Source: an optimization exercise on an open RTL-to-GDS flow (aim: small area). Production flows keep margins and buffers that such runs may drop.
Only simulation tests tie the RTL to the original design; equivalence was not proved.
Power is estimated from default activity; no workload was simulated.

==> flow/constraint.sdc <==
create_clock -name core_clock -period 10.0 [get_ports {clk}]
set_input_delay 2.0000 -clock core_clock [delete_from_list [all_inputs] [get_ports {clk}]]
set_output_delay 2.0000 -clock core_clock [all_outputs]
set_load 0.01 [all_outputs]
==> flow/flow/remap.ys <==
# Re-map the combinational cells of the standard synthesis for area. Registers
# and full/half adders stay as they are (same instances, same names).
read_liberty -ignore_miss_func {LIB}
read_verilog remap_in.v
hierarchy -top {TOP}
blackbox sky130_fd_sc_hd__dfxtp_1 sky130_fd_sc_hd__edfxtp_1 sky130_fd_sc_hd__fa_1 sky130_fd_sc_hd__ha_1 sky130_fd_sc_hd__conb_1
flatten
opt_clean
abc -liberty {LIB} -dont_use *lpflow* -dont_use *probe* -script flow/remap.abc
opt_clean
rename -hide w:*.*
opt_clean
tee -o remap_stat.txt stat -liberty {LIB}
write_verilog -noattr -nohex -nodec remap_out.v
==> flow/design.v <==
package efi_cfg_pkg;
    localparam int unsigned NUM_REGS = 16;
    localparam int unsigned REG_W    = 16;
    localparam int unsigned ADDR_W   = 4;
    localparam int unsigned BUSY_W   = 6;
    localparam int unsigned REG_MODE      = 0;
    localparam int unsigned REG_TOOTH_CNT = 1;
    localparam int unsigned REG_TOOTH_W   = 2;
    localparam int unsigned REG_MISSING   = 3;
    localparam int unsigned REG_TRIG_OFS  = 4;
    localparam int unsigned REG_QPR       = 5;
    localparam int unsigned REG_PHASE_A   = 6;
    localparam int unsigned REG_PHASE_B   = 7;
    localparam int unsigned REG_PHASE_C   = 8;
    localparam int unsigned REG_PHASE_D   = 9;
    localparam int unsigned REG_TIMING    = 10;
    localparam int unsigned REG_DWELL     = 11;
    localparam int unsigned REG_INJ_A_PW  = 12;
    localparam int unsigned REG_INJ_B_PW  = 13;
    typedef enum logic [2:0] {
        ERR_NONE    = 3'd0,
        ERR_ZERO    = 3'd1,
        ERR_MISSING = 3'd2,
        ERR_GEOM    = 3'd3,
        ERR_TIMEOUT = 3'd4,
        ERR_ABORT   = 3'd5
    } err_code_e;
    typedef enum logic [1:0] {
        ST_IDLE      = 2'd0,
        ST_VALIDATE  = 2'd1,
        ST_WAIT_SAFE = 2'd2,
        ST_COMMIT    = 2'd3
    } state_e;
    function automatic logic [REG_W-1:0] reg_default(input int unsigned idx);
        logic [REG_W-1:0] val;
        case (idx)
            REG_MODE:      val = 16'h0017;
            REG_TOOTH_CNT: val = 16'd60;
            REG_TOOTH_W:   val = 16'd128;
            REG_MISSING:   val = 16'd2;
            REG_QPR:       val = 16'd7680;
            REG_PHASE_B:   val = 16'd2560;
            REG_PHASE_C:   val = 16'd5120;
            REG_TIMING:    val = 16'd427;
            REG_DWELL:     val = 16'd960;
            REG_INJ_A_PW:  val = 16'd2000;
            default:       val = 16'd0;
        endcase
        reg_default = val;
    endfunction
    function automatic logic [NUM_REGS*REG_W-1:0] default_bank();
        logic [NUM_REGS*REG_W-1:0] bank;
        for (int unsigned i = 0; i < NUM_REGS; i++) begin
            bank[i*REG_W +: REG_W] = reg_default(i);
        end
        default_bank = bank;
    endfunction
endpackage
module cfg_geom_check
(
    input  logic [15:0] tooth_cnt,
    input  logic [15:0] tooth_w,
    input  logic [15:0] missing,
    input  logic [15:0] qpr,
    output logic        ok,
    output logic [2:0]  code
);
    logic [15:0] w_suffix;    
    logic        prod_hi;
    always_comb begin
        w_suffix[15] = tooth_w[15];
        for (int k = 14; k >= 0; k--) w_suffix[k] = w_suffix[k+1] | tooth_w[k];
        prod_hi = 1'b0;
        for (int i = 1; i < 16; i++) prod_hi = prod_hi | (tooth_cnt[i] & w_suffix[16-i]);
    end
    wire pp1 = ~((tooth_cnt[0] & tooth_w[0]));
    wire pp2 = ~((tooth_cnt[0] & tooth_w[1]));
    wire pp3 = ~((tooth_cnt[1] & tooth_w[0]));
    wire pp4 = ~((tooth_cnt[0] & tooth_w[2]));
    wire pp5 = ~((tooth_cnt[1] & tooth_w[1]));
    wire pp6 = ~((tooth_cnt[2] & tooth_w[0]));
    wire pp7 = ~((tooth_cnt[0] & tooth_w[3]));
    wire pp8 = ~((tooth_cnt[1] & tooth_w[2]));
    wire pp9 = ~((tooth_cnt[2] & tooth_w[1]));
    wire pp10 = ~((tooth_cnt[3] & tooth_w[0]));
    wire pp11 = ~((tooth_cnt[0] & tooth_w[4]));
    wire pp12 = ~((tooth_cnt[1] & tooth_w[3]));
    wire pp13 = ~((tooth_cnt[2] & tooth_w[2]));
    wire pp14 = ~((tooth_cnt[3] & tooth_w[1]));
    wire pp15 = ~((tooth_cnt[4] & tooth_w[0]));
    wire pp16 = ~((tooth_cnt[0] & tooth_w[5]));
    wire pp17 = ~((tooth_cnt[1] & tooth_w[4]));
    wire pp18 = ~((tooth_cnt[2] & tooth_w[3]));
    wire pp19 = ~((tooth_cnt[3] & tooth_w[2]));
    wire pp20 = ~((tooth_cnt[4] & tooth_w[1]));
    wire pp21 = ~((tooth_cnt[5] & tooth_w[0]));
    wire pp22 = ~((tooth_cnt[0] & tooth_w[6]));
    wire pp23 = ~((tooth_cnt[1] & tooth_w[5]));
    wire pp24 = ~((tooth_cnt[2] & tooth_w[4]));
    wire pp25 = ~((tooth_cnt[3] & tooth_w[3]));
    wire pp26 = ~((tooth_cnt[4] & tooth_w[2]));
    wire pp27 = ~((tooth_cnt[5] & tooth_w[1]));
    wire pp28 = ~((tooth_cnt[6] & tooth_w[0]));
    wire pp29 = ~((tooth_cnt[0] & tooth_w[7]));
    wire pp30 = ~((tooth_cnt[1] & tooth_w[6]));
    wire pp31 = ~((tooth_cnt[2] & tooth_w[5]));
    wire pp32 = ~((tooth_cnt[3] & tooth_w[4]));
    wire pp33 = ~((tooth_cnt[4] & tooth_w[3]));
    wire pp34 = ~((tooth_cnt[5] & tooth_w[2]));
    wire pp35 = ~((tooth_cnt[6] & tooth_w[1]));
    wire pp36 = ~((tooth_cnt[7] & tooth_w[0]));
    wire pp37 = ~((tooth_cnt[0] & tooth_w[8]) | (tooth_cnt[8] & tooth_w[0]));
    wire pp38 = ~((tooth_cnt[1] & tooth_w[7]));
    wire pp39 = ~((tooth_cnt[2] & tooth_w[6]));
    wire pp40 = ~((tooth_cnt[3] & tooth_w[5]));
    wire pp41 = ~((tooth_cnt[4] & tooth_w[4]));
    wire pp42 = ~((tooth_cnt[5] & tooth_w[3]));
    wire pp43 = ~((tooth_cnt[6] & tooth_w[2]));
    wire pp44 = ~((tooth_cnt[7] & tooth_w[1]));
    wire pp45 = ~((tooth_cnt[0] & tooth_w[9]) | (tooth_cnt[7] & tooth_w[2]));
    wire pp46 = ~((tooth_cnt[1] & tooth_w[8]) | (tooth_cnt[8] & tooth_w[1]));
    wire pp47 = ~((tooth_cnt[2] & tooth_w[7]) | (tooth_cnt[9] & tooth_w[0]));
    wire pp48 = ~((tooth_cnt[3] & tooth_w[6]));
    wire pp49 = ~((tooth_cnt[4] & tooth_w[5]));
    wire pp50 = ~((tooth_cnt[5] & tooth_w[4]));
    wire pp51 = ~((tooth_cnt[6] & tooth_w[3]));
    wire pp52 = ~((tooth_cnt[0] & tooth_w[10]) | (tooth_cnt[6] & tooth_w[4]));
    wire pp53 = ~((tooth_cnt[1] & tooth_w[9]) | (tooth_cnt[7] & tooth_w[3]));
    wire pp54 = ~((tooth_cnt[2] & tooth_w[8]) | (tooth_cnt[8] & tooth_w[2]));
    wire pp55 = ~((tooth_cnt[3] & tooth_w[7]) | (tooth_cnt[9] & tooth_w[1]));
    wire pp56 = ~((tooth_cnt[4] & tooth_w[6]) | (tooth_cnt[10] & tooth_w[0]));
    wire pp57 = ~((tooth_cnt[5] & tooth_w[5]));
    wire pp58 = ~((tooth_cnt[0] & tooth_w[11]) | (tooth_cnt[5] & tooth_w[6]) | (tooth_cnt[10] & tooth_w[1]));
    wire pp59 = ~((tooth_cnt[1] & tooth_w[10]) | (tooth_cnt[6] & tooth_w[5]) | (tooth_cnt[11] & tooth_w[0]));
    wire pp60 = ~((tooth_cnt[2] & tooth_w[9]) | (tooth_cnt[7] & tooth_w[4]));
    wire pp61 = ~((tooth_cnt[3] & tooth_w[8]) | (tooth_cnt[8] & tooth_w[3]));
    wire pp62 = ~((tooth_cnt[4] & tooth_w[7]) | (tooth_cnt[9] & tooth_w[2]));
    wire pp63 = ~((tooth_cnt[0] & tooth_w[12]) | (tooth_cnt[4] & tooth_w[8]) | (tooth_cnt[8] & tooth_w[4]) | (tooth_cnt[12] & tooth_w[0]));
    wire pp64 = ~((tooth_cnt[1] & tooth_w[11]) | (tooth_cnt[5] & tooth_w[7]) | (tooth_cnt[9] & tooth_w[3]));
    wire pp65 = ~((tooth_cnt[2] & tooth_w[10]) | (tooth_cnt[6] & tooth_w[6]) | (tooth_cnt[10] & tooth_w[2]));
    wire pp66 = ~((tooth_cnt[3] & tooth_w[9]) | (tooth_cnt[7] & tooth_w[5]) | (tooth_cnt[11] & tooth_w[1]));
    wire pp67 = ~((tooth_cnt[0] & tooth_w[13]) | (tooth_cnt[3] & tooth_w[10]) | (tooth_cnt[6] & tooth_w[7]) | (tooth_cnt[9] & tooth_w[4]) | (tooth_cnt[12] & tooth_w[1]));
    wire pp68 = ~((tooth_cnt[1] & tooth_w[12]) | (tooth_cnt[4] & tooth_w[9]) | (tooth_cnt[7] & tooth_w[6]) | (tooth_cnt[10] & tooth_w[3]) | (tooth_cnt[13] & tooth_w[0]));
    wire pp69 = ~((tooth_cnt[2] & tooth_w[11]) | (tooth_cnt[5] & tooth_w[8]) | (tooth_cnt[8] & tooth_w[5]) | (tooth_cnt[11] & tooth_w[2]));
    wire pp70 = ~((tooth_cnt[0] & tooth_w[14]) | (tooth_cnt[2] & tooth_w[12]) | (tooth_cnt[4] & tooth_w[10]) | (tooth_cnt[6] & tooth_w[8]) | (tooth_cnt[8] & tooth_w[6]) | (tooth_cnt[10] & tooth_w[4]) | (tooth_cnt[12] & tooth_w[2]) | (tooth_cnt[14] & tooth_w[0]));
    wire pp71 = ~((tooth_cnt[1] & tooth_w[13]) | (tooth_cnt[3] & tooth_w[11]) | (tooth_cnt[5] & tooth_w[9]) | (tooth_cnt[7] & tooth_w[7]) | (tooth_cnt[9] & tooth_w[5]) | (tooth_cnt[11] & tooth_w[3]) | (tooth_cnt[13] & tooth_w[1]));
    wire pp72 = ~((tooth_cnt[0] & tooth_w[15]) | (tooth_cnt[1] & tooth_w[14]) | (tooth_cnt[2] & tooth_w[13]) | (tooth_cnt[3] & tooth_w[12]) | (tooth_cnt[4] & tooth_w[11]) | (tooth_cnt[5] & tooth_w[10]) | (tooth_cnt[6] & tooth_w[9]) | (tooth_cnt[7] & tooth_w[8]) | (tooth_cnt[8] & tooth_w[7]) | (tooth_cnt[9] & tooth_w[6]) | (tooth_cnt[10] & tooth_w[5]) | (tooth_cnt[11] & tooth_w[4]) | (tooth_cnt[12] & tooth_w[3]) | (tooth_cnt[13] & tooth_w[2]) | (tooth_cnt[14] & tooth_w[1]) | (tooth_cnt[15] & tooth_w[0]));
    wire s73, c74;
    assign {c74, s73} = 2'(qpr[1]) + 2'(pp2) + 2'(pp3);
    wire s75, c76;
    assign {c76, s75} = 2'(qpr[2]) + 2'(pp4) + 2'(pp5);
    wire s77, c78;
    assign {c78, s77} = 2'(pp6) + 2'(c74) + 2'(s75);
    wire s79, c80;
    assign {c80, s79} = 2'(qpr[3]) + 2'(pp7) + 2'(pp8);
    wire s81, c82;
    assign {c82, s81} = 2'(pp9) + 2'(pp10) + 2'(c76);
    wire s83, c84;
    assign {c84, s83} = 2'(s79) + 2'(c78) + 2'(s81);
    wire s85, c86;
    assign {c86, s85} = 2'(qpr[4]) + 2'(pp11) + 2'(pp12);
    wire s87, c88;
    assign {c88, s87} = 2'(pp13) + 2'(pp14) + 2'(pp15);
    wire s89, c90;
    assign {c90, s89} = 2'(c80) + 2'(s85) + 2'(s87);
    wire s91, c92;
    assign {c92, s91} = 2'(c82) + 2'(s89) + 2'(c84);
    wire s93, c94;
    assign {c94, s93} = 2'(qpr[5]) + 2'(pp16) + 2'(pp17);
    wire s95, c96;
    assign {c96, s95} = 2'(pp18) + 2'(pp19) + 2'(pp20);
    wire s97, c98;
    assign {c98, s97} = 2'(pp21) + 2'(c86) + 2'(c88);
    wire s99, c100;
    assign {c100, s99} = 2'(s93) + 2'(s95) + 2'(c90);
    wire s101, c102;
    assign {c102, s101} = 2'(s97) + 2'(s99) + 2'(c92);
    wire s103, c104;
    assign {c104, s103} = 2'(qpr[6]) + 2'(pp22) + 2'(pp23);
    wire s105, c106;
    assign {c106, s105} = 2'(pp24) + 2'(pp25) + 2'(pp26);
    wire s107, c108;
    assign {c108, s107} = 2'(pp27) + 2'(pp28) + 2'(c94);
    wire s109, c110;
    assign {c110, s109} = 2'(c96) + 2'(s103) + 2'(s105);
    wire s111, c112;
    assign {c112, s111} = 2'(c98) + 2'(s107) + 2'(s109);
    wire s113, c114;
    assign {c114, s113} = 2'(c100) + 2'(s111) + 2'(c102);
    wire s115, c116;
    assign {c116, s115} = 2'(qpr[7]) + 2'(pp29) + 2'(pp30);
    wire s117, c118;
    assign {c118, s117} = 2'(pp31) + 2'(pp32) + 2'(pp33);
    wire s119, c120;
    assign {c120, s119} = 2'(pp34) + 2'(pp35) + 2'(pp36);
    wire s121, c122;
    assign {c122, s121} = 2'(c104) + 2'(c106) + 2'(s115);
    wire s123, c124;
    assign {c124, s123} = 2'(s117) + 2'(s119) + 2'(c108);
    wire s125, c126;
    assign {c126, s125} = 2'(c110) + 2'(s121) + 2'(c112);
    wire s127, c128;
    assign {c128, s127} = 2'(s123) + 2'(s125) + 2'(c114);
    wire s129, c130;
    assign {c130, s129} = 2'(qpr[8]) + 2'(pp37) + 2'(pp38);
    wire s131, c132;
    assign {c132, s131} = 2'(pp39) + 2'(pp40) + 2'(pp41);
    wire s133, c134;
    assign {c134, s133} = 2'(pp42) + 2'(pp43) + 2'(pp44);
    wire s135, c136;
    assign {c136, s135} = 2'(c116) + 2'(c118) + 2'(c120);
    wire s137, c138;
    assign {c138, s137} = 2'(s129) + 2'(s131) + 2'(s133);
    wire s139, c140;
    assign {c140, s139} = 2'(c122) + 2'(s135) + 2'(s137);
    wire s141, c142;
    assign {c142, s141} = 2'(c124) + 2'(s139) + 2'(c126);
    wire s143, c144;
    assign {c144, s143} = 2'(qpr[9]) + 2'(pp45) + 2'(pp46);
    wire s145, c146;
    assign {c146, s145} = 2'(pp47) + 2'(pp48) + 2'(pp49);
    wire s147, c148;
    assign {c148, s147} = 2'(pp50) + 2'(pp51) + 2'(c130);
    wire s149, c150;
    assign {c150, s149} = 2'(c132) + 2'(c134) + 2'(s143);
    wire s151, c152;
    assign {c152, s151} = 2'(s145) + 2'(c136) + 2'(c138);
    wire s153, c154;
    assign {c154, s153} = 2'(s147) + 2'(s149) + 2'(c140);
    wire s155, c156;
    assign {c156, s155} = 2'(s151) + 2'(s153) + 2'(c142);
    wire s157, c158;
    assign {c158, s157} = 2'(qpr[10]) + 2'(pp52) + 2'(pp53);
    wire s159, c160;
    assign {c160, s159} = 2'(pp54) + 2'(pp55) + 2'(pp56);
    wire s161, c162;
    assign {c162, s161} = 2'(pp57) + 2'(c144) + 2'(c146);
    wire s163, c164;
    assign {c164, s163} = 2'(s157) + 2'(s159) + 2'(c148);
    wire s165, c166;
    assign {c166, s165} = 2'(c150) + 2'(s161) + 2'(c152);
    wire s167, c168;
    assign {c168, s167} = 2'(s163) + 2'(c154) + 2'(s165);
    wire s169, c170;
    assign {c170, s169} = 2'(qpr[11]) + 2'(pp58) + 2'(pp59);
    wire s171, c172;
    assign {c172, s171} = 2'(pp60) + 2'(pp61) + 2'(pp62);
    wire s173, c174;
    assign {c174, s173} = 2'(c158) + 2'(c160) + 2'(s169);
    wire s175, c176;
    assign {c176, s175} = 2'(s171) + 2'(c162) + 2'(s173);
    wire s177, c178;
    assign {c178, s177} = 2'(c164) + 2'(s175) + 2'(c166);
    wire s179, c180;
    assign {c180, s179} = 2'(qpr[12]) + 2'(pp63) + 2'(pp64);
    wire s181, c182;
    assign {c182, s181} = 2'(pp65) + 2'(pp66) + 2'(c170);
    wire s183, c184;
    assign {c184, s183} = 2'(c172) + 2'(s179) + 2'(c174);
    wire s185, c186;
    assign {c186, s185} = 2'(s181) + 2'(c176) + 2'(s183);
    wire s187, c188;
    assign {c188, s187} = 2'(qpr[13]) + 2'(pp67) + 2'(pp68);
    wire s189, c190;
    assign {c190, s189} = 2'(pp69) + 2'(c180) + 2'(s187);
    wire s191, c192;
    assign {c192, s191} = 2'(c182) + 2'(s189) + 2'(c184);
    wire s193, c194;
    assign {c194, s193} = 2'(qpr[14]) + 2'(pp70) + 2'(pp71);
    wire s195, c196;
    assign {c196, s195} = 2'(c188) + 2'(s193) + 2'(c190);
    wire s197, c198;
    assign {c198, s197} = 2'(qpr[15]) + 2'(pp72) + 2'(c194);
    wire prod_eq = (qpr[0] ^ pp1) &
                   ~s73 &
                   ~s77 &
                   ~s83 &
                   ~s91 &
                   ~s101 &
                   ~s113 &
                   ~s127 &
                   (s141 ^ c128) &
                   ~s155 &
                   (s167 ^ c156) &
                   (c168 ^ s177) &
                   (s185 ^ c178) &
                   (c186 ^ s191) &
                   (s195 ^ c192) &
                   (s197 ^ c196) &
                   ((c198) == 1'b1);
    logic miss_ge;
    always_comb begin
        miss_ge = 1'b1;
        for (int i = 0; i < 16; i++)
            miss_ge = (missing[i] & ~tooth_cnt[i]) | (missing[i] & miss_ge) | (~tooth_cnt[i] & miss_ge);
    end
    always_comb begin
        code = efi_cfg_pkg::ERR_NONE;
        if (tooth_cnt == 16'd0 || qpr == 16'd0) begin
            code = efi_cfg_pkg::ERR_ZERO;
        end else if (miss_ge) begin
            code = efi_cfg_pkg::ERR_MISSING;
        end else if (prod_hi || !prod_eq) begin
            code = efi_cfg_pkg::ERR_GEOM;
        end
        ok = (code == efi_cfg_pkg::ERR_NONE);
    end
endmodule
module cfg_commit_ctrl
#(
    parameter int unsigned NREGS       = efi_cfg_pkg::NUM_REGS,
    parameter int unsigned TIMEOUT_CYC = 1000000
) (
    input  logic                   clk,
    input  logic                   rst_n,
    input  logic                   wr_en,
    input  logic [3:0]             wr_addr,
    input  logic [15:0]            wr_data,
    input  logic                   commit_req,
    input  logic                   abort,
    input  logic                   synced,
    input  logic                   trigger,
    input  logic [5:0]             outputs_busy,
    output logic [NREGS*16-1:0]    active_regs,
    output logic                   shadow_dirty,
    output logic                   commit_pending,
    output logic                   commit_done,
    output logic                   commit_err,
    output logic [2:0]             err_code
);
    localparam int unsigned REG_W  = efi_cfg_pkg::REG_W;
    localparam int unsigned BANK_W = NREGS * REG_W;
    localparam logic [BANK_W-1:0] DEF_BANK = BANK_W'(efi_cfg_pkg::default_bank());
    localparam logic [19:0] TMO_LAST = 20'h82ca6;
    logic [1:0]        state;
    logic [1:0]        state_nxt;
    logic [BANK_W-1:0] shadow;
    logic [19:0]       tmo;
    logic              geom_ok;
    logic [2:0]        geom_code;
    logic              safe;
    logic              tmo_hit;
    logic              st_idle, st_val, st_wait, st_commit;
    cfg_geom_check u_geom (
        .tooth_cnt (shadow[efi_cfg_pkg::REG_TOOTH_CNT*REG_W +: REG_W]),
        .tooth_w   (shadow[efi_cfg_pkg::REG_TOOTH_W*REG_W +: REG_W]),
        .missing   (shadow[efi_cfg_pkg::REG_MISSING*REG_W +: REG_W]),
        .qpr       (shadow[efi_cfg_pkg::REG_QPR*REG_W +: REG_W]),
        .ok        (geom_ok),
        .code      (geom_code)
    );
    assign st_idle   = (state == 2'd0);
    assign st_val    = (state == 2'd1);
    assign st_wait   = (state == 2'd2);
    assign st_commit = (state == 2'd3);
    assign safe    = !synced || (trigger && (outputs_busy == 6'd0));
    assign tmo_hit = (tmo == TMO_LAST);
    always_comb begin
        state_nxt = 2'd0;
        if (st_idle) begin
            if (commit_req && !abort) state_nxt = 2'd1;
        end else if (st_val) begin
            if (!abort && geom_ok) state_nxt = 2'd2;
        end else if (st_wait) begin
            if (abort)         state_nxt = 2'd0;
            else if (safe)     state_nxt = 2'd3;
            else if (!tmo_hit) state_nxt = 2'd2;
        end
    end
    always_ff @(posedge clk) begin
        if (!rst_n) state <= 2'd0;
        else        state <= state_nxt;
    end
    assign commit_pending = !st_idle;
    always_ff @(posedge clk) begin
        tmo[0] <= st_wait & (tmo[19] ^ tmo[16]);
        for (int i = 1; i < 20; i++) tmo[i] <= st_wait & ~tmo[i-1];
    end
    always_ff @(posedge clk) begin
        if (!rst_n) begin
            err_code <= efi_cfg_pkg::ERR_NONE;
        end else if (st_idle) begin
            if (commit_req && !abort) err_code <= efi_cfg_pkg::ERR_NONE;
        end else if (st_val) begin
            if (abort)         err_code <= efi_cfg_pkg::ERR_ABORT;
            else if (!geom_ok) err_code <= geom_code;
        end else if (st_wait) begin
            if (abort)                err_code <= efi_cfg_pkg::ERR_ABORT;
            else if (!safe && tmo_hit) err_code <= efi_cfg_pkg::ERR_TIMEOUT;
        end
    end
    assign commit_err = (err_code != 3'd0);
    always_ff @(posedge clk) begin
        if (!rst_n) begin
            shadow_dirty <= 1'b0;
            commit_done  <= 1'b0;
        end else begin
            shadow_dirty <= wr_en | (shadow_dirty & !st_commit);
            commit_done  <= st_commit;
        end
    end
    logic [NREGS-1:0] s_load0, s_load1, s_keep, s_keep1;
    logic [15:0]      wd1;
    logic             a_load0, a_keep;
    logic [BANK_W-1:0] shadow_d, active_d;
    always_comb begin
        for (int r = 0; r < NREGS; r++) begin
            s_load0[r] = wr_en && (wr_addr == 4'(r)) && rst_n;
            s_load1[r] = (wr_en && (wr_addr == 4'(r))) || !rst_n;
            s_keep[r]  = !(wr_en && (wr_addr == 4'(r))) && rst_n;
            s_keep1[r] = !(wr_en && (wr_addr == 4'(r)));
        end
        wd1     = wr_data | {16{!rst_n}};
        a_load0 = st_commit && rst_n;
        a_keep  = !st_commit && rst_n;
        for (int r = 0; r < NREGS; r++) begin
            for (int b = 0; b < REG_W; b++) begin
                if (DEF_BANK[r*REG_W+b]) begin
                    shadow_d[r*REG_W+b] = (s_load1[r] & wd1[b]) | (s_keep1[r] & shadow[r*REG_W+b]);
                    active_d[r*REG_W+b] = (a_load0 & shadow[r*REG_W+b]) | (a_keep & active_regs[r*REG_W+b]) | !rst_n;
                end else begin
                    shadow_d[r*REG_W+b] = (s_load0[r] & wr_data[b]) | (s_keep[r] & shadow[r*REG_W+b]);
                    active_d[r*REG_W+b] = (a_load0 & shadow[r*REG_W+b]) | (a_keep & active_regs[r*REG_W+b]);
                end
            end
        end
    end
    always_ff @(posedge clk) begin
        shadow      <= shadow_d;
        active_regs <= active_d;
    end
endmodule
==> flow/flow/fa_polarity.py <==
#!/usr/bin/env python3
"""Full-adder polarity pass on a mapped sky130hd netlist.

A full adder is self-dual: FA(~a, ~b, ~c) = (~sum, ~carry). Synthesis leaves
inverters between full adders and AND gates feeding them in whatever polarity
its mapping chose. This pass picks, for every full adder, whether it computes
on true or on inverted signals, and for every AND2/NAND2 whose loads are all
full-adder inputs, which of the two it is, so that as few inverters as
possible remain. The logic function of the netlist is unchanged.

usage: fa_polarity.py IN.v OUT.v
"""
import re, sys, random, collections

P = "sky130_fd_sc_hd__"
AREA = {"inv_1": 3.7536, "and2_0": 6.256, "and2_1": 6.256, "nand2_1": 3.7536}
OUTP = {"X", "Y", "Q", "Q_N", "SUM", "COUT", "HI", "LO", "GCLK"}

src = open(sys.argv[1]).read()
cell_re = re.compile(r"^(\s*)(" + P + r"\w+)\s+(\S+)\s*\((.*?)\);\n", re.S | re.M)
pin_re = re.compile(r"\.(\w+)\(([^()]*)\)")

cells = []          # dicts: type, name, pins (ordered list of [pin, net])
spans = []
for m in cell_re.finditer(src):
    pins = [[p, n.strip()] for p, n in pin_re.findall(m.group(4))]
    cells.append({"type": m.group(2)[len(P):], "name": m.group(3), "pins": pins})
    spans.append((m.start(), m.end()))

ports = set()
for m in re.finditer(r"^\s*(input|output|inout)\s+(\[[^\]]*\]\s*)?([^;]+);", src, re.M):
    for n in m.group(3).split(","):
        ports.add(n.strip())

def base(net):
    return re.sub(r"\[\d+\]$", "", net)

driver = {}
loads = collections.defaultdict(list)
for i, c in enumerate(cells):
    for k, (p, n) in enumerate(c["pins"]):
        if p in OUTP:
            driver[n] = (i, p)
        else:
            loads[n].append((i, k))

def is_inv(i):
    return cells[i]["type"] in ("inv_1", "clkinv_1")

fas = [i for i, c in enumerate(cells) if c["type"] == "fa_1"]
fa_set = set(fas)

# Resolve the logical source of a net: follow inverter chains (only through
# inv_1 cells whose output is not a port).
def resolve(net):
    inv = 0
    seen = 0
    while net in driver and is_inv(driver[net][0]) and base(net) not in ports and seen < 8:
        i = driver[net][0]
        net = dict(cells[i]["pins"])["A"]
        inv ^= 1
        seen += 1
    return net, inv

# Loads we rewire: every FA input pin, plus every other load of a managed net.
fa_in = []          # (cell, pinidx, root, inv)
for f in fas:
    for k, (p, n) in enumerate(cells[f]["pins"]):
        if p in ("A", "B", "CIN"):
            r, v = resolve(n)
            fa_in.append((f, k, r, v))

roots = set(r for _, _, r, _ in fa_in)
# Which roots are FA outputs
fa_out = {}
for f in fas:
    for p, n in cells[f]["pins"]:
        if p in ("SUM", "COUT"):
            fa_out[n] = f
            roots.add(n)

# Managed inverters: inverters whose (resolved) input is a root and whose output is not a port.
def inv_chain_members(net):
    """All inverter cells downstream of net through inverter chains."""
    out = []
    stack = [net]
    while stack:
        x = stack.pop()
        for (i, k) in loads.get(x, []):
            if is_inv(i):
                y = dict(cells[i]["pins"])["Y"]
                if base(y) in ports:
                    return None
                out.append(i)
                stack.append(y)
    return out

managed_inv = set()
other_loads = []    # (cell, pinidx, root, inv) non-FA loads that we rewire
bad_roots = set()
for r in list(roots):
    if base(r) in ports and r not in driver:
        continue
    chain = inv_chain_members(r)
    if chain is None:
        bad_roots.add(r)
        continue
    managed_inv.update(chain)
roots -= bad_roots
# drop FA inputs whose root could not be managed: keep them as they are
fa_in = [t for t in fa_in if t[2] in roots or (base(t[2]) in ports and t[2] not in driver)]
fa_in_keys = set((f, k) for f, k, _, _ in fa_in)

# Non-FA loads of managed nets (roots and managed inverter outputs)
for r in roots:
    for (i, k) in loads.get(r, []):
        if i in managed_inv or (i, k) in fa_in_keys:
            continue
        other_loads.append((i, k, r, 0))
for iv in managed_inv:
    y = dict(cells[iv]["pins"])["Y"]
    r, v = resolve(y)
    for (i, k) in loads.get(y, []):
        if i in managed_inv or (i, k) in fa_in_keys:
            continue
        other_loads.append((i, k, r, v))

# FA inputs whose root is unmanaged-but-driven (bad root) are left alone.
# Swappable gates: and2_1 / nand2_1 driving a root whose every load is handled here.
swap = {}
for r in roots:
    if r in driver and cells[driver[r][0]]["type"] in ("and2_0", "and2_1", "nand2_1"):
        if base(r) in ports:
            continue
        swap[r] = driver[r][0]

flip = {f: 0 for f in fas}
sw = {r: 0 for r in swap}

def phys(r):
    if r in fa_out:
        return flip[fa_out[r]]
    if r in sw:
        return sw[r]
    return 0

def cost():
    need = set()
    for f, k, r, v in fa_in:
        if v ^ flip[f] != phys(r):
            need.add(r)
    for i, k, r, v in other_loads:
        if v != phys(r):
            need.add(r)
    a = len(need) * AREA["inv_1"]
    for r, i in swap.items():
        t = cells[i]["type"]
        if sw[r]:
            t = "and2_1" if t == "nand2_1" else "nand2_1"
        a += AREA[t]
    return a

before = cost()
adj = collections.defaultdict(list)
for f, k, r, v in fa_in:
    if r in fa_out:
        g = fa_out[r]
        adj[f].append((g, v))
        adj[g].append((f, v))
comps = []
color = {}
for s0 in fas:
    if s0 in color:
        continue
    color[s0] = 0
    comp = [s0]
    q = [s0]
    while q:
        x = q.pop()
        for y, v in adj[x]:
            if y not in color:
                color[y] = color[x] ^ v
                comp.append(y)
                q.append(y)
    comps.append(comp)
for f in fas:
    flip[f] = color[f]
for r in swap:
    sw[r] = 0
def best_swaps():
    for r in swap:
        c0 = cost(); sw[r] ^= 1
        if cost() >= c0:
            sw[r] ^= 1
best_swaps()
for comp in comps:
    c0 = cost()
    for f in comp:
        flip[f] ^= 1
    best_swaps()
    if cost() >= c0:
        for f in comp:
            flip[f] ^= 1
        best_swaps()
if cost() > before:
    for f in fas:
        flip[f] = 0
    for r in swap:
        sw[r] = 0
best = cost()
vars_ = [("f", f) for f in fas] + [("s", r) for r in swap]
random.seed(1)
improved = True
while improved:
    improved = False
    random.shuffle(vars_)
    for kind, x in vars_:
        d = flip if kind == "f" else sw
        d[x] ^= 1
        c = cost()
        if c < best - 1e-9:
            best = c
            improved = True
        else:
            d[x] ^= 1
improved = True
while improved:
    improved = False
    for f in fas:
        nb = set()
        for p, n in cells[f]["pins"]:
            if p in ("SUM", "COUT"):
                for (i, k) in loads.get(n, []):
                    if i in fa_set:
                        nb.add(i)
        for g in nb:
            flip[f] ^= 1
            flip[g] ^= 1
            c = cost()
            if c < best - 1e-9:
                best = c
                improved = True
            else:
                flip[f] ^= 1
                flip[g] ^= 1

# Rebuild connections.
new_cells = []
inv_of = {}
wires = []
cnt = [0]

def fmt(n):
    return n + " " if n.startswith("\\") else n

def signal(r, want):
    """Net carrying (logical r) ^ want."""
    if want == phys(r):
        return r
    if r not in inv_of:
        cnt[0] += 1
        y = f"fapol_n{cnt[0]}"
        wires.append(y)
        new_cells.append(f"  {P}inv_1 fapol_i{cnt[0]} (\n    .A({fmt(r)}),\n    .Y({y})\n  );\n")
        inv_of[r] = y
    return inv_of[r]

for f, k, r, v in fa_in:
    cells[f]["pins"][k][1] = signal(r, v ^ flip[f])
for i, k, r, v in other_loads:
    cells[i]["pins"][k][1] = signal(r, v)
for r, i in swap.items():
    if sw[r]:
        c = cells[i]
        if c["type"] in ("and2_0", "and2_1"):
            c["type"] = "nand2_1"
            c["pins"] = [[("Y" if p == "X" else p), n] for p, n in c["pins"]]
        else:
            c["type"] = "and2_1"
            c["pins"] = [[("X" if p == "Y" else p), n] for p, n in c["pins"]]
# remove managed inverters (all their loads were rewired)
removed = set(managed_inv)

out = []
pos = 0
for idx, (s, e) in enumerate(spans):
    out.append(src[pos:s])
    pos = e
    if idx in removed:
        continue
    c = cells[idx]
    m = cell_re.match(src, s)
    body = ",\n".join(f"    .{p}({fmt(n)})" for p, n in c["pins"])
    out.append(f"{m.group(1)}{P}{c['type']} {c['name']} (\n{body}\n  );\n")
out.append(src[pos:])
text = "".join(out)
# declare new wires and add new cells before endmodule
decl = "".join(f"  wire {w};\n" for w in wires)
k = text.rindex("endmodule")
text = text[:k] + "".join(new_cells) + text[k:]
m = re.search(r"^\s*(wire|input|output)\b", text, re.M)
text = text[:m.start()] + "\n" + decl + text[m.start():]
open(sys.argv[2], "w").write(text)
sys.stderr.write(f"fa_polarity: {len(fas)} full adders, {len(managed_inv)} inverters removed, "
                 f"{len(new_cells)} added, {sum(sw.values())} AND/NAND swapped, "
                 f"{sum(flip.values())} adders flipped; area {before:.1f} -> {best:.1f}\n")
==> flow/flow/run.sh <==
#!/bin/bash
# The standard layout with these changes:
#  - each port is buffered by the smallest buffer cell (buf_1);
#  - clock tree synthesis uses clkbuf_8 and adds no dummy loads (its other
#    arguments are the standard ones, with config.mk's cluster size and diameter);
#  - after the standard synthesis (registers and adders untouched):
#      flow/fa_polarity.py picks the polarity of each full adder and of the
#      AND/NAND gates feeding them so that fewer inverters are needed;
#      flow/remap.ys re-maps the other combinational cells with an area-oriented
#      ABC script (a 20-second &deepsyn, then area-oriented mapping);
#      flow/fa_polarity.py runs once more on the result.
#    Each step keeps the logic function and the registers.
set -euo pipefail
export BUFFER_PORTS_ARGS="-buffer_cell sky130_fd_sc_hd__buf_1"
export CTS_ARGS="-sink_clustering_enable -repair_clock_nets -sink_clustering_size 16 -sink_clustering_max_diameter 50 -dont_use_dummy_load -buf_list sky130_fd_sc_hd__clkbuf_8"
R=orfs/results/${FLOW_PLATFORM}/cfg_commit_ctrl/base
LIB=${FLOW_HOME}/platforms/${FLOW_PLATFORM}/lib/sky130_fd_sc_hd__tt_025C_1v80.lib
YOSYS=${FLOW_HOME}/../tools/install/yosys/bin/yosys
[[ -x "$YOSYS" ]] || YOSYS=yosys
bash standard.sh synth > flow_synth.log 2>&1
cp "$R/1_2_yosys.v" synth_standard.v
python3 flow/fa_polarity.py synth_standard.v remap_in.v > fa_polarity.log 2>&1
sed -e "s|{LIB}|$LIB|g" -e "s|{TOP}|$FLOW_TOP|g" flow/remap.ys > remap_run.ys
"$YOSYS" -s remap_run.ys > remap.log 2>&1
python3 flow/fa_polarity.py remap_out.v "$R/1_2_yosys.v" >> fa_polarity.log 2>&1
rm -f "$R/1_synth.odb" "$R/1_synth.sdc"
bash standard.sh > flow_standard.log 2>&1
==> flow/standard.sh <==
#!/bin/bash
# synth_recipe.tcl (not shown) runs the flow's synth.tcl, then flattens the netlist and writes it again
# the make line also repeats each setting of config.mk as NAME=value (left out here)
make -C /OpenROAD-flow-scripts/flow DESIGN_CONFIG=/design/flow/config.mk WORK_HOME=/design/flow/orfs CLKGATE_MAP_FILE= SYNTH_SCRIPT=/design/flow/synth_recipe.tcl "${@:-finish}"
==> flow/flow/remap.abc <==
strash
&get -n
&st
&deepsyn -T 20
&dch
&nf -a
&put
topo
==> flow/config.mk <==
export PLATFORM = sky130hd
export DESIGN_NAME = cfg_commit_ctrl
export DESIGN_NICKNAME = cfg_commit_ctrl
export VERILOG_FILES = /design/flow/design.v
export SDC_FILE = /design/flow/constraint.sdc
export NUM_CORES = 4
export LEC_CHECK = 0
export CAP_MARGIN = 20
export CORE_MARGIN = 2
export CORE_UTILIZATION = 70
export CTS_BUF_LIST = sky130_fd_sc_hd__clkbuf_8
export CTS_CLUSTER_DIAMETER = 50
export CTS_CLUSTER_SIZE = 16
export SLEW_MARGIN = 20
==> results of run 1 <==
## final cells by class
class                           instances  area [sq um]  area share
Timing Repair Buffer                  328          1360      0.0659
Clock buffer                           41           564      0.0274
Multi-Input combinational cell        890          7370       0.358
Inverter                               25          98.8     0.00480
Tap cell                              335           419      0.0203
Sequential cell                       539         10800       0.524
## through the flow
stage                     cell area (sq um)  total power (uW)  worst slack (ps)  instances
after global placement                20000              2380              3780       2117
after detailed placement              20000              2390              3630       2117
after global routing                  20600              3430              3140       2158
final                                 20600              3350              3520       2158
after CTS                             20600              3340              3540       2158
after floorplan                       18200              2300              1350       1454
## final timing paths
path / from / to / slack [ps]
hold reg to reg: tmo[6] / tmo[7] / 410
setup reg to reg: shadow[17] / err_code[2] / 3520
hold / removal: tmo[6] / tmo[7] / 410
setup / recovery: shadow[17] / err_code[2] / 3520
## routing by layer
layer	vias up	part of all wire	GRT usage
met5	-	0	0
met4	0	0.044	0.173
met3	153	0.11	0.102
met2	806	0.45	0.554
met1	7234	0.40	0.507
li1	6392	-	-
## state kept, by name, indices dropped and copies added (netlist names)
name,flops
commit_done,1
shadow_dirty,1
err_code,3
shadow,256
state,2
active_regs,256
tmo,20
## power by group through the flow
stage	Sequential, uW	Combinational (uW)	Clock [uW]
finish	2180	166	1000
global route	2180	176	1080
CTS	2180	162	1000
detailed placement	2230	160	0
global placement	2220	156	0
floorplan	2220	81.3	0
==> flow_summary.yaml, run 1 <==
layout:
  fillers: 1624
  area_growth_pct: 13.0
  final_common_cell: "dfxtp_1"
  finalNetCount: 1921
  drive_above_1_share: 0.0477
  fin_util: 0.797
  diodes: 0
  mostFrequentLayoutCells: "dfxtp_1, a22o_1, buf_1, nand2_1, fa_1"
clock_network:
  ctsResizeCount: 0
  htreeDepth: 2
  clockBufferDepth: 3
  cts-hold-fix-buffers: 0
  post_cts_buffers: 0
  cts_tree: "yes"
  cts_root_buf: "clkbuf_8"
  clkLatencyLatePin_ps: 590
  cts-buffers-inserted: 41
  cts_sinks: 539
  clk_pin_slew_ps: 100
route:
  drc: 0
  wire_per_inst_microns: 24.3
  first_pass_iters: 6
  viasPerCell: 6.76
  finalWirelength_microns: 52500
  routed-via-count: 14585
  drt-initial-drc-count: 1825
  drtAntennaViolNets: 0
setup_path:
  worstSetupEndpointType: "flip-flop"
  slowest_delay_ps: 880
  crit_path_frequent_cell: "fa_1"
  worstPathRequired_ps: 10490
  critPathMaxFanout: 21
  crit_type: "reg2reg"
  cp.depth: 16
  path_buf_inv: 0
  reg2regPathDepth: 16
  startpoint_type: "flip-flop"
  crit_family: "adder cells"
  cp_cell_sequence: "nand2_1 -> fa_1 -> fa_1 -> fa_1 -> fa_1 -> fa_1 -> fa_1 -> fa_1 -> a211oi_1 -> o21ai_0 -> a2111oi_0 -> nand4_1 -> a2111oi_0 -> a211oi_1 -> nor2b_1 -> a22o_1"
  cpMaxStageDelayCell: "dfxtp_1"
  crit_arrival_ps: 6970
floorplan:
  pin_count: 296
  coreArea_sq_mm: 0.0258
  fp-row-count: 59
  die-height_microns: 165
  dieArea_sq_mm: 0.0273
  die_w_microns: 165
  start_util: 0.705
pwr:
  ir_worst_vdd_v: 0.000188
  p_per_area_mw_per_mm2: 163
  p_leak_uw: 0.00744
  clockPowerShare: 0.300
  p_sw_uw: 770
  p_sw_frac: 0.230
  seqPwrFrac: 0.650
  combPwrFrac: 0.050
  intPower_uw: 2580
timing:
  maxSlewViolCount: 0
  clock.fmax_mhz: 154
  worst_clock_skew_ps: 102
  post-route-period-util: 0.648
  setup_viol_count_final: 0
  finalHoldViolCount: 0
  fin_hold_ws_ps: 413
  maxSlewHeadroom: 0.225
  rsz0062_at_grt: "false"
  fin_tns_setup_ps: 0
  post-route-min-period_ps: 6480
  tightestPinTransition_ps: 1160
global_routing:
  antenna_found_initial: 0
  grt_remaining_overflow: 0
  grt_pass1_wl_microns: 77700
  track_usage: 0.371
  grt_pass1_vias: 13520
  grt_max_degree: 133
job:
  max_cap_violations: 0
logic_synthesis:
  netlist_area_sq_mm: 0.0182
  syn_inst: 1454
  synth_nets: 1550
  yosys_warnings: 2
  synth.avg_cell_area_sq_um: 12.5
hold_path:
  hold_class: "reg2reg"
  worstHoldPathCells: 1
place:
  io_buffer_count: 295
  place.gp.congestion: 0.930
  dpl.hpwl_microns: 32900
status:
  outcome: "complete, no violations"
==> run 2: changes to the inputs <==
--- a/flow/config.mk
+++ b/flow/config.mk
@@ -12,3 +12,4 @@
 export CTS_CLUSTER_DIAMETER = 50
 export CTS_CLUSTER_SIZE = 16
+export GPL_TIMING_DRIVEN = 0
 export SLEW_MARGIN = 20
==> run 2 against run 1 <==
  * Count of clock-buffer cells in the layout rose by 1
  * Sequential share of layout area shrank 0.063 points
  * Wire length decreased by 2.7%
  * Worst hold slack worse by 46 ps
  * Power grew 0.16%
  * Register-to-register slack better by 100 ps
  * Critical path depth fell by 1
  * Largest power group unchanged
  * Highest routed layer is now met5
==> flow_summary.yaml, run 2 <==
status:
  outcome: "complete, no violations"
floorplan:
  coreArea_sq_mm: 0.0258
  fp-row-count: 59
  dieArea_sq_mm: 0.0274
  die-height_microns: 165
  die_w_microns: 165
  pin_count: 296
  start_util: 0.706
global_routing:
  grt_remaining_overflow: 0
  grt_pass1_vias: 13541
  antenna_found_initial: 3
  track_usage: 0.361
  grt_max_degree: 108
  grt_pass1_wl_microns: 76700
setup_path:
  crit_path_frequent_cell: "fa_1"
  worstSetupEndpointType: "flip-flop"
  critPathMaxFanout: 20
  path_buf_inv: 0
  crit_arrival_ps: 6860
  ff2ff_setup_slack_ps: 3620
  cp_cell_sequence: "nand2_1 -> fa_1 -> fa_1 -> fa_1 -> fa_1 -> fa_1 -> fa_1 -> or4_1 -> nor4_1 -> nand4_1 -> nor4_1 -> o211ai_1 -> nor3_1 -> nor2_1 -> o221a_1"
  worstPathRequired_ps: 10480
  cpMaxStageDelayCell: "dfxtp_1"
  startpoint_type: "flip-flop"
  crit_family: "adder cells"
  worstReg2RegEnd: "err_code[2]"
  reg2regPathDepth: 15
  crit_type: "reg2reg"
  slowest_delay_ps: 950
  rr_startpoint: "shadow[18]"
place:
  pre_cts_slack_ps: 3670
  io_buffer_count: 295
  place.gp.congestion: 0.911
  dpl.hpwl_microns: 32400
layout:
  largestRegisters: "active_regs: 256 flops, shadow: 256 flops, tmo: 20 flops"
  fillers: 1665
  diodes: 0
  drive_above_1_share: 0.0460
  final_common_cell: "dfxtp_1"
  finalNetCount: 1903
  mostFrequentLayoutCells: "dfxtp_1, a22o_1, buf_1, nand2_1, fa_1"
  area_growth_pct: 13.0
clock_network:
  clockBufferDepth: 3
  htreeDepth: 2
  cts_tree: "yes"
  cts-buffers-inserted: 42
  cts_root_buf: "clkbuf_8"
  clk_pin_slew_ps: 100
  cts_sinks: 539
  ctsResizeCount: 0
  post_cts_buffers: 0
  clkLatencyLatePin_ps: 580
  cts-hold-fix-buffers: 0
route:
  viasPerCell: 6.77
  drc: 0
  drtAntennaViolNets: 0
  drt-initial-drc-count: 1844
  finalWirelength_microns: 51100
  wire_per_inst_microns: 23.9
  first_pass_iters: 10
  routed-via-count: 14487
timing:
  post-route-period-util: 0.638
  maxSlewViolCount: 0
  tightestPinTransition_ps: 1160
  finalHoldViolCount: 0
  worst_clock_skew_ps: 89.0
  maxSlewHeadroom: 0.228
  rsz0062_at_grt: "false"
  worst_slack_ps: 3620
  fin_hold_ws_ps: 368
  clock.fmax_mhz: 157
  setup_viol_count_final: 0
  post-route-min-period_ps: 6380
hold_path:
  min_to: "tmo[8]"
  hold_class: "reg2reg"
  hold_start: "tmo[7]"
  worstHoldPathCells: 1
logic_synthesis:
  netlist_area_sq_mm: 0.0182
  syn_inst: 1459
  yosys_warnings: 2
  synth_nets: 1555
  synth.avg_cell_area_sq_um: 12.5
pwr:
  combPwrFrac: 0.048
  ir_worst_vdd_v: 0.000130
  clockPowerShare: 0.302
  p_sw_frac: 0.229
  p_per_area_mw_per_mm2: 163
  seqPwrFrac: 0.650
  p_leak_uw: 0.00748
  p_sw_uw: 767
  intPower_uw: 2590
job:
  max_cap_violations: 0
[run 2: metal layers]
layer  share of wire  wire (microns)  GRT usage
met1            0.40           20600      0.497
met2            0.45           22900      0.548
met3            0.11            5820      0.111
met4           0.034            1750      0.122
met5         0.00078              40          0
[run 2: cell type report]
type	instances	area, sq um	share of cell area
clock buffers	42	578	0.0280
inverters	20	80.1	0.00388
multi-input cells	900	7430	0.360
flip-flops and latches	539	10800	0.523
well taps	335	419	0.0203
repair buffers	304	1330	0.0643
[run 2: how the worst max path moves through the flow]
stage | startpoint | to | slack, ps | cells past startpoint
2_1_floorplan | rst_n | active_regs[100] | 1990 | 2
3_3_place_gp | rst_n | active_regs[252] | -2730 | 3
3_5_place_dp | shadow[18] | err_code[2] | 3670 | 15
4_1_cts | shadow[18] | err_code[2] | 3710 | 15
5_1_grt | shadow[18] | err_code[2] | 3320 | 15
6_report | shadow[18] | err_code[2] | 3620 | 15
[run 2: power groups by stage]
stage / registers (uW) / clock network [uW] / logic, uW
2_1_floorplan: 2220 / 0 / 83.1
3_3_place_gp: 2230 / 0 / 146
3_5_place_dp: 2230 / 0 / 155
4_1_cts: 2180 / 1020 / 156
5_1_grt: 2180 / 1090 / 173
6_report: 2180 / 1010 / 161
[run 2: worst register-to-register path, cell delays in order (launching register included)]
cell	delay (ps)
dfxtp_1	950
nand2_1	180
fa_1	540
fa_1	530
fa_1	460
fa_1	460
fa_1	450
fa_1	490
or4_1	560
nor4_1	280
nand4_1	180
nor4_1	230
o211ai_1	240
nor3_1	440
nor2_1	80
o221a_1	250
[run 2: through the flow]
stage          cell area, sq um  std cells  power (uW)  setup TNS (ps)   util
6_report                  20600       2140        3350               0  0.798
5_1_grt                   20600       2140        3440               0  0.798
4_1_cts                   20600       2139        3350               0  0.797
3_5_place_dp              20000       2097        2380               0  0.775
3_3_place_gp              19800       2089        2370         -599040  0.765
2_1_floorplan             18200       1459        2300               0      -
==> run 3: changes to the inputs <==
--- a/flow/config.mk
+++ b/flow/config.mk
@@ -8,8 +8,7 @@
 export CAP_MARGIN = 20
 export CORE_MARGIN = 2
-export CORE_UTILIZATION = 70
+export CORE_UTILIZATION = 60
 export CTS_BUF_LIST = sky130_fd_sc_hd__clkbuf_8
 export CTS_CLUSTER_DIAMETER = 50
 export CTS_CLUSTER_SIZE = 16
-export GPL_TIMING_DRIVEN = 0
 export SLEW_MARGIN = 20
==> run 3 against run 2 <==
  * First-iteration DRC count shrank 27%
  * Utilization shrank 10 points
  * Via count decreased by 2.1%
  * Critical path type unchanged
==> flow_summary.yaml, run 3 <==
status:
  outcome: "complete, no violations"
logic_synthesis:
  netlist_area_sq_mm: 0.0182
  synth.avg_cell_area_sq_um: 12.4
  synth_nets: 1557
  syn_inst: 1461
  yosys_warnings: 2
setup_path:
  worstPathRequired_ps: 10480
  crit_type: "reg2reg"
  startpoint_type: "flip-flop"
  crit_arrival_ps: 6580
  worstSetupEndpointType: "flip-flop"
  ff2ff_setup_slack_ps: 3900
  critPathMaxFanout: 18
pwr:
  seqPwrFrac: 0.647
  intPower_uw: 2590
  clockPowerShare: 0.302
  combPwrFrac: 0.051
  p_per_area_mw_per_mm2: 162
  p_sw_uw: 772
  p_leak_uw: 0.00749
  p_sw_frac: 0.230
  ir_worst_vdd_v: 0.000142
layout:
  fin_area_sq_mm: 0.0207
  largestRegisters: "active_regs: 256 flops, shadow: 256 flops, tmo: 20 flops"
  final_common_cell: "dfxtp_1"
  area_growth_pct: 13.8
  fin_cells: 2224
  drive_above_1_share: 0.0486
  mostFrequentLayoutCells: "dfxtp_1, a22o_1, buf_1, nand2_1, fa_1"
  regArea_sq_mm: 0.0108
  fillers: 2251
  finalNetCount: 1930
  multiInputGateArea_sq_mm: 0.00736
route:
  drt-initial-drc-count: 1341
  routed-via-count: 14187
  drc: 0
  wire_per_inst_microns: 23.8
  drtAntennaViolNets: 0
  finalWirelength_microns: 52900
  first_pass_iters: 8
  viasPerCell: 6.38
clock_network:
  cts-buffers-inserted: 42
  clockBufferDepth: 3
  clkLatencyLatePin_ps: 580
  ctsResizeCount: 0
  cts_sinks: 539
  cts-hold-fix-buffers: 0
  cts_root_buf: "clkbuf_8"
  cts_tree: "yes"
  post_cts_buffers: 0
  clk_pin_slew_ps: 90
  htreeDepth: 2
global_routing:
  antenna_found_initial: 3
  grt_pass1_wl_microns: 78700
  grt_max_degree: 224
  grt_remaining_overflow: 0
  grt_pass1_vias: 13357
  track_usage: 0.323
floorplan:
  pin_count: 296
  fp-row-count: 63
  die_w_microns: 178
  start_util: 0.612
  coreArea_sq_mm: 0.0297
  dieArea_sq_mm: 0.0317
  die-height_microns: 178
place:
  dp_cells: 2177
  place.gp.congestion: 0.899
  post_dp_cell_area_sq_mm: 0.0201
  io_buffer_count: 295
  dpl.hpwl_microns: 33600
timing:
  rsz0062_at_grt: "false"
  maxSlewHeadroom: 0.284
  fin_tns_setup_ps: 0
  finalHoldViolCount: 0
  setup_viol_count_final: 0
  post-route-min-period_ps: 6100
  worst_clock_skew_ps: 68.0
  clock.fmax_mhz: 164
  maxSlewViolCount: 0
  tightestPinTransition_ps: 1070
  post-route-period-util: 0.610
hold_path:
  hold_class: "reg2reg"
job:
  max_cap_violations: 0
==> run 3: cell types whose count changed in the layout (fill, tap and decap cells not counted), sizes merged, moves of 3 or more <==
cell and delta:
a211oi +3, o22ai +4, nor4 -3, a31oi +3, buf +26, clkinv +4, nor2 +19, nor2b -12
and2 -10, o21ai -5
==> run 3: layout make-up <==
class | count | area share
multi-input combinational | 897 | 0.356
sequential | 539 | 0.521
tap | 390 | 0.0236
timing repair buffer | 329 | 0.0664
inverter | 25 | 0.00478
antenna | 2 | 0.000242
clock buffer | 42 | 0.0279
==> run 3: through the flow <==
step	setup slack (ps)	util	total power (uW)	hold WS [ps]
6_report	3900	0.696	3360	416
5_1_grt	3440	0.696	3460	433
4_1_cts	3910	0.695	3370	412
2_1_floorplan	2230	-	2300	384
3_5_place_dp	3850	0.675	2390	406
3_3_place_gp	3900	0.675	2390	400
==> run 3: critical path, stage by stage (launching register included) <==
cell and delay (ps):
dfxtp_1 810, nand2_1 160, fa_1 460, fa_1 510, fa_1 460, fa_1 460
fa_1 430, fa_1 450, fa_1 460, a211oi_1 170, nand2_1 70, a2111oi_0 380
o2111ai_1 240, nor3_1 270, o2111ai_1 230, and3_1 250, a22o_1 230
==> run 3: layer usage <==
| metal | track usage | wire length [microns] | vias to the layer above |
|---|---|---|---|
| met5 | 0 | 11 | - |
| met4 | 0.123 | 1870 | 2 |
| met3 | 0.0908 | 5170 | 114 |
| met2 | 0.493 | 24000 | 647 |
| met1 | 0.440 | 21800 | 7008 |
| li1 | - | - | 6416 |
==> run 3: path summary, 6_finish.rpt <==
kind	cells after the start	startpoint	to
worst max-delay path	16	shadow[33]	err_code[1]
worst max register to register	16	shadow[33]	err_code[1]
worst min register to register	1	tmo[1]	tmo[2]
worst min-delay path	1	tmo[1]	tmo[2]
==> run 3: power by group through the flow <==
| stage | Combinational [uW] | Sequential (uW) | Clock (uW) |
|---|---|---|---|
| 2_1_floorplan | 84.1 | 2220 | 0 |
| 3_3_place_gp | 163 | 2220 | 0 |
| 3_5_place_dp | 165 | 2230 | 0 |
| 4_1_cts | 166 | 2180 | 1030 |
| 5_1_grt | 183 | 2180 | 1100 |
| 6_report | 170 | 2180 | 1020 |
==> run 4: changes to the inputs <==
--- a/flow/flow/run.sh
+++ b/flow/flow/run.sh
@@ -13,5 +13,5 @@
 set -euo pipefail
 export BUFFER_PORTS_ARGS="-buffer_cell sky130_fd_sc_hd__buf_1"
-export CTS_ARGS="-sink_clustering_enable -repair_clock_nets -sink_clustering_size 16 -sink_clustering_max_diameter 50 -dont_use_dummy_load -buf_list sky130_fd_sc_hd__clkbuf_8"
+export CTS_ARGS="-sink_clustering_enable -repair_clock_nets -sink_clustering_size 20 -sink_clustering_max_diameter 45 -dont_use_dummy_load -buf_list sky130_fd_sc_hd__clkbuf_8"
 R=orfs/results/${FLOW_PLATFORM}/cfg_commit_ctrl/base
 LIB=${FLOW_HOME}/platforms/${FLOW_PLATFORM}/lib/sky130_fd_sc_hd__tt_025C_1v80.lib
--- a/flow/config.mk
+++ b/flow/config.mk
@@ -8,7 +8,7 @@
 export CAP_MARGIN = 20
 export CORE_MARGIN = 2
-export CORE_UTILIZATION = 60
+export CORE_UTILIZATION = 70
 export CTS_BUF_LIST = sky130_fd_sc_hd__clkbuf_8
-export CTS_CLUSTER_DIAMETER = 50
-export CTS_CLUSTER_SIZE = 16
+export CTS_CLUSTER_DIAMETER = 45
+export CTS_CLUSTER_SIZE = 20
 export SLEW_MARGIN = 20
==> run 4 against run 3 <==
  * Still clean
  * Clock power about the same
  * Count of clock-buffer cells in the layout down 2
  * Die area down 14%
  * Worst hold slack worse by 26 ps
  * Power down 0.87%
  * Sequential power about the same
  * Wire length down 0.93%
  * Register-to-register slack worse by 180 ps
  * Final area down 0.62%
  * Via count up 3.3%
  * Sequential cell count unchanged
  * Non-clock buffer count down 10
  * Largest power group unchanged
==> flow_summary.yaml, run 4 <==
status:
  outcome: "complete, no violations"
setup_path:
  crit_arrival_ps: 6730
  critPathMaxFanout: 17
  worstSetupEndpointType: "flip-flop"
  crit_type: "reg2reg"
  startpoint_type: "flip-flop"
  worstPathRequired_ps: 10450
  ff2ff_setup_slack_ps: 3720
timing:
  clock.fmax_mhz: 159
  worst_clock_skew_ps: 82.9
  maxSlewViolCount: 0
  rsz0062_at_grt: "false"
  tightestPinTransition_ps: 1120
  post-route-period-util: 0.628
  fin_tns_setup_ps: 0
  maxSlewHeadroom: 0.250
  fin_hold_ws_ps: 389
  worst_slack_ps: 3720
  post-route-min-period_ps: 6280
  setup_viol_count_final: 0
  finalHoldViolCount: 0
floorplan:
  fp-row-count: 59
  die_w_microns: 165
  pin_count: 296
  die-height_microns: 165
  start_util: 0.706
  dieArea_sq_mm: 0.0274
  coreArea_sq_mm: 0.0258
layout:
  fillers: 1681
  final_common_cell: "dfxtp_1"
  finalNetCount: 1920
  mostFrequentLayoutCells: "dfxtp_1, a22o_1, buf_1, nand2_1, fa_1"
  largestRegisters: "active_regs: 256 flops, shadow: 256 flops, tmo: 20 flops"
  drive_above_1_share: 0.0467
  area_growth_pct: 12.7
  regArea_sq_mm: 0.0108
  fin_cells: 2157
  diodes: 0
  multiInputGateArea_sq_mm: 0.00741
place:
  pre_cts_slack_ps: 3930
  dpl.hpwl_microns: 33300
  dp_cells: 2116
  place.gp.congestion: 0.920
  io_buffer_count: 295
clock_network:
  ctsResizeCount: 0
  cts-buffers-inserted: 40
  clkLatencyLatePin_ps: 610
  clk_pin_slew_ps: 110
  post_cts_buffers: 0
  cts_sinks: 539
  cts-hold-fix-buffers: 0
  cts_root_buf: "clkbuf_8"
  htreeDepth: 2
  clockBufferDepth: 3
  cts_tree: "yes"
route:
  routed-via-count: 14658
  drtAntennaViolNets: 0
  first_pass_iters: 8
  wire_per_inst_microns: 24.3
  drt-initial-drc-count: 1682
  viasPerCell: 6.80
  finalWirelength_microns: 52400
  drc: 0
global_routing:
  grt_pass1_vias: 13720
  antenna_found_initial: 2
  grt_remaining_overflow: 0
  grt_max_degree: 124
  grt_pass1_wl_microns: 77500
  track_usage: 0.367
logic_synthesis:
  yosys_warnings: 2
  netlist_area_sq_mm: 0.0182
  synth.avg_cell_area_sq_um: 12.5
  synth_nets: 1559
  syn_inst: 1463
pwr:
  power_uw: 3330
  p_per_area_mw_per_mm2: 162
  p_leak_uw: 0.00744
  ir_worst_vdd_v: 0.000170
hold_path:
  hold_class: "reg2reg"
job:
  max_cap_violations: 0
run 4: cell types whose count changed in the layout (fill, tap and decap cells not counted), sizes merged, moves of 3 or more:
cell,before,now
nor4,7,10
nor2b,3,13
nor2,68,51
nor3,10,14
a21oi,19,16
and2,1,12
nand2,109,105
buf,329,315
run 4: area by class of cell:
class,count,area share
multi-input combinational,898,0.360
inverter,26,0.00499
tap,335,0.0204
timing repair buffer,319,0.0630
clock buffer,40,0.0268
sequential,539,0.525
run 4: layer usage:
metal / GRT usage / share of wire / vias up
met3: 0.0949 / 0.11 / 164
li1: - / - / 6371
met1: 0.500 / 0.40 / 7258
met5: 0 / 0.00052 / -
met4: 0.142 / 0.038 / 4
met2: 0.568 / 0.45 / 861
run 4: path summary, 6_finish.rpt:
path	startpoint	end	cells after the start
setup reg to reg	shadow[34]	err_code[1]	16
setup / recovery	shadow[34]	err_code[1]	16
hold / removal	tmo[2]	tmo[3]	1
hold reg to reg	tmo[2]	tmo[3]	1
run 4: worst max-delay path, stage by stage (launching register included):
cell       delay, ps
dfxtp_1          880
nand2_1          170
fa_1             440
fa_1             510
fa_1             460
fa_1             460
fa_1             430
fa_1             460
fa_1             420
xor2_1           160
o2111ai_1        130
nor4_1           510
nand3_1          160
nor3_1           320
a21oi_1          180
and2_0           210
a22o_1           250
run 4: power by group:
part | switching [uW] | internal [uW] | leakage (uW) | total [uW]
registers | 16.9 | 2160 | 0.00435 | 2180
logic | 112 | 48.9 | 0.00280 | 160
clock network | 633 | 360 | 0.000288 | 993
total | 761 | 2570 | 0.00744 | 3330
run 4: stage by stage:
step | cell area, sq um | utilization
final | 20600 | 0.796
after global routing | 20600 | 0.796
after CTS | 20500 | 0.794
after detailed placement | 20000 | 0.773
after global placement | 20000 | 0.773
after floorplan | 18200 | -
==> run 5: changes to the inputs <==
==> flow/flow/run.sh (replaced) <==
#!/bin/bash
# The standard layout with these changes:
#  - each port is buffered by the smallest buffer cell (buf_1);
#  - clock tree synthesis uses clkbuf_8 and adds no dummy loads (its other
#    arguments are the standard ones, with config.mk's cluster size and diameter);
#  - after the standard synthesis (registers and adders untouched):
#      flow/fa_polarity.py picks the polarity of each full adder and of the
#      AND/NAND gates feeding them so that fewer inverters are needed;
#      flow/remap.ys re-maps the other combinational cells with an area-oriented
#      ABC script (a 20-second &deepsyn, then area-oriented mapping), three
#      times with different seeds, keeping the smallest result;
#      flow/fa_polarity.py runs once more on the result.
#    Each step keeps the logic function and the registers.
set -euo pipefail
export BUFFER_PORTS_ARGS="-buffer_cell sky130_fd_sc_hd__buf_1"
export CTS_ARGS="-sink_clustering_enable -repair_clock_nets -sink_clustering_size 16 -sink_clustering_max_diameter 50 -dont_use_dummy_load -buf_list sky130_fd_sc_hd__clkbuf_8"
R=orfs/results/${FLOW_PLATFORM}/cfg_commit_ctrl/base
LIB=${FLOW_HOME}/platforms/${FLOW_PLATFORM}/lib/sky130_fd_sc_hd__tt_025C_1v80.lib
YOSYS=${FLOW_HOME}/../tools/install/yosys/bin/yosys
[[ -x "$YOSYS" ]] || YOSYS=yosys
bash standard.sh synth > flow_synth.log 2>&1
cp "$R/1_2_yosys.v" synth_standard.v
python3 flow/fa_polarity.py synth_standard.v remap_in.v > fa_polarity.log 2>&1
best=""
best_area=""
for seed in 1 2 3; do
  sed -e "s|-T 20|-T 20 -S $seed|" flow/remap.abc > "remap_$seed.abc"
  sed -e "s|{LIB}|$LIB|g" -e "s|{TOP}|$FLOW_TOP|g" -e "s|flow/remap.abc|remap_$seed.abc|" \
      -e "s|remap_out.v|remap_out_$seed.v|" -e "s|remap_stat.txt|remap_stat_$seed.txt|" \
      flow/remap.ys > "remap_run_$seed.ys"
  "$YOSYS" -s "remap_run_$seed.ys" > "remap_$seed.log" 2>&1
  area=$(sed -nE "s/.*Chip area for module .*: ([0-9.]+).*/\1/p" "remap_stat_$seed.txt")
  echo "seed $seed: area $area" >> remap_choice.log
  if [[ -z "$best" ]] || awk -v a="$area" -v b="$best_area" 'BEGIN { exit !(a < b) }'; then
    best=$seed
    best_area=$area
  fi
done
echo "kept seed $best" >> remap_choice.log
python3 flow/fa_polarity.py "remap_out_$best.v" "$R/1_2_yosys.v" >> fa_polarity.log 2>&1
rm -f "$R/1_synth.odb" "$R/1_synth.sdc"
bash standard.sh > flow_standard.log 2>&1
--- a/flow/config.mk
+++ b/flow/config.mk
@@ -10,5 +10,5 @@
 export CORE_UTILIZATION = 70
 export CTS_BUF_LIST = sky130_fd_sc_hd__clkbuf_8
-export CTS_CLUSTER_DIAMETER = 45
-export CTS_CLUSTER_SIZE = 20
+export CTS_CLUSTER_DIAMETER = 50
+export CTS_CLUSTER_SIZE = 16
 export SLEW_MARGIN = 20
==> run 5 against run 4 <==
  * Critical endpoint unchanged
  * Count of clock-buffer cells in the layout rose by 1
  * Fmax about the same
  * Worst hold slack better by 21 ps
  * Largest power group unchanged
==> flow_summary.yaml, run 5 <==
place:
  io_buffer_count: 295
  dpl.hpwl_microns: 33200
  place.gp.congestion: 0.944
logic_synthesis:
  synth.avg_cell_area_sq_um: 12.5
  yosys_warnings: 2
  syn_inst: 1458
  netlist_area_sq_mm: 0.0182
  synth_nets: 1554
global_routing:
  track_usage: 0.369
  grt_max_degree: 126
  antenna_found_initial: 0
  grt_remaining_overflow: 0
  grt_pass1_wl_microns: 77400
  grt_pass1_vias: 13723
clock_network:
  cts_sinks: 539
  cts-hold-fix-buffers: 0
  htreeDepth: 2
  cts_tree: "yes"
  ctsResizeCount: 0
  post_cts_buffers: 0
  clkLatencyLatePin_ps: 580
  clk_pin_slew_ps: 90
  cts_root_buf: "clkbuf_8"
  clockBufferDepth: 3
  cts-buffers-inserted: 41
setup_path:
  startpoint_type: "flip-flop"
  crit_type: "reg2reg"
  rr_startpoint: "shadow[17]"
  worstPathRequired_ps: 10450
  critPathMaxFanout: 21
  crit_arrival_ps: 6730
  worstSetupEndpointType: "flip-flop"
  reg2regPathDepth: 16
  ff2ff_setup_slack_ps: 3720
  worstReg2RegEnd: "err_code[1]"
  cp-startpoint: "shadow[17]"
hold_path:
  hold_class: "reg2reg"
  worstHoldPathCells: 1
  min_to: "tmo[14]"
  hold_start: "tmo[13]"
route:
  first_pass_iters: 10
  viasPerCell: 6.75
  drtAntennaViolNets: 0
  drc: 0
  finalWirelength_microns: 52300
  wire_per_inst_microns: 24.2
  drt-initial-drc-count: 1711
  routed-via-count: 14581
timing:
  post-route-period-util: 0.628
  tightestPinTransition_ps: 1110
  fin_tns_setup_ps: 0
  rsz0062_at_grt: "false"
  finalHoldViolCount: 0
  clock.fmax_mhz: 159
  post-route-min-period_ps: 6280
  maxSlewHeadroom: 0.256
  maxSlewViolCount: 0
  setup_viol_count_final: 0
  worst_clock_skew_ps: 53.5
layout:
  area_growth_pct: 13.0
  largestRegisters: "active_regs: 256 flops, shadow: 256 flops, tmo: 20 flops"
  drive_above_1_share: 0.0456
  finalNetCount: 1920
  mostFrequentLayoutCells: "dfxtp_1, a22o_1, buf_1, nand2_1, nor2_1"
  final_common_cell: "dfxtp_1"
  fillers: 1662
  fin_util: 0.797
status:
  outcome: "complete, no violations"
floorplan:
  die-height_microns: 165
  die_w_microns: 165
  pin_count: 296
  fp-row-count: 59
  dieArea_sq_mm: 0.0273
  start_util: 0.705
  coreArea_sq_mm: 0.0258
pwr:
  power_uw: 3350
  ir_worst_vdd_v: 0.000145
  p_per_area_mw_per_mm2: 163
  p_leak_uw: 0.00746
job:
  max_cap_violations: 0
==> run 5: how the worst max path moves through the flow <==
stage | endpoint | cells past startpoint
6_report | err_code[1] | 16
5_1_grt | err_code[1] | 16
4_1_cts | err_code[1] | 16
3_5_place_dp | err_code[1] | 16
3_3_place_gp | err_code[1] | 16
2_1_floorplan | active_regs[100] | 3
==> run 5: worst max-delay path: stages (launching register included) <==
cell and delay (ps):
dfxtp_1 880, nand2_1 170, fa_1 460, fa_1 530, fa_1 470, fa_1 460, fa_1 430, fa_1 450
fa_1 460, a211oi_1 200, nand4_1 120, a2111oi_0 360, o2111ai_1 190, nor3_1 400, clkinv_1 190, o21ai_0 270
a22oi_1 100
==> run 5: stage by stage <==
stage / std cells / worst slack [ps] / hold WS [ps] / cell area (sq um)
2_1_floorplan: 1458 / 2550 / 384 / 18200
3_3_place_gp: 2116 / 3890 / 395 / 20000
3_5_place_dp: 2116 / 3750 / 402 / 20000
4_1_cts: 2157 / 3770 / 415 / 20600
5_1_grt: 2157 / 3310 / 431 / 20600
6_report: 2160 / 3720 / 410 / 20600
==> run 5: cell type report <==
cell class	count	area, sq um	share of cell area
flip-flops and latches	539	10800	0.524
multi-input cells	896	7400	0.359
repair buffers	323	1320	0.0640
clock buffers	41	564	0.0274
well taps	335	419	0.0204
inverters	23	91.3	0.00444
diodes	3	7.51	0.000365
==> run 5: power breakdown <==
group / internal (uW) / leakage (uW) / total, uW / switching (uW)
clock network: 369 / 0.000295 / 1010 / 640
logic: 49.1 / 0.00282 / 165 / 116
registers: 2160 / 0.00435 / 2180 / 17.6
==> run 5: per-layer routing <==
layer | up-vias | track usage | wire (microns)
li1 | 6409 | - | -
met1 | 7155 | 0.502 | 21000
met2 | 849 | 0.552 | 23200
met3 | 168 | 0.0984 | 5510
met4 | 0 | 0.175 | 2500
met5 | - | 0 | 0

Check on run 5: ideal ports give 3.723 ns setup slack; a clkbuf_16 on the clock port and buf_2 on the inputs give 3.723 ns; moving port delays by the midpoint clock arrival (0.606 ns) as well gives 3.723 ns.
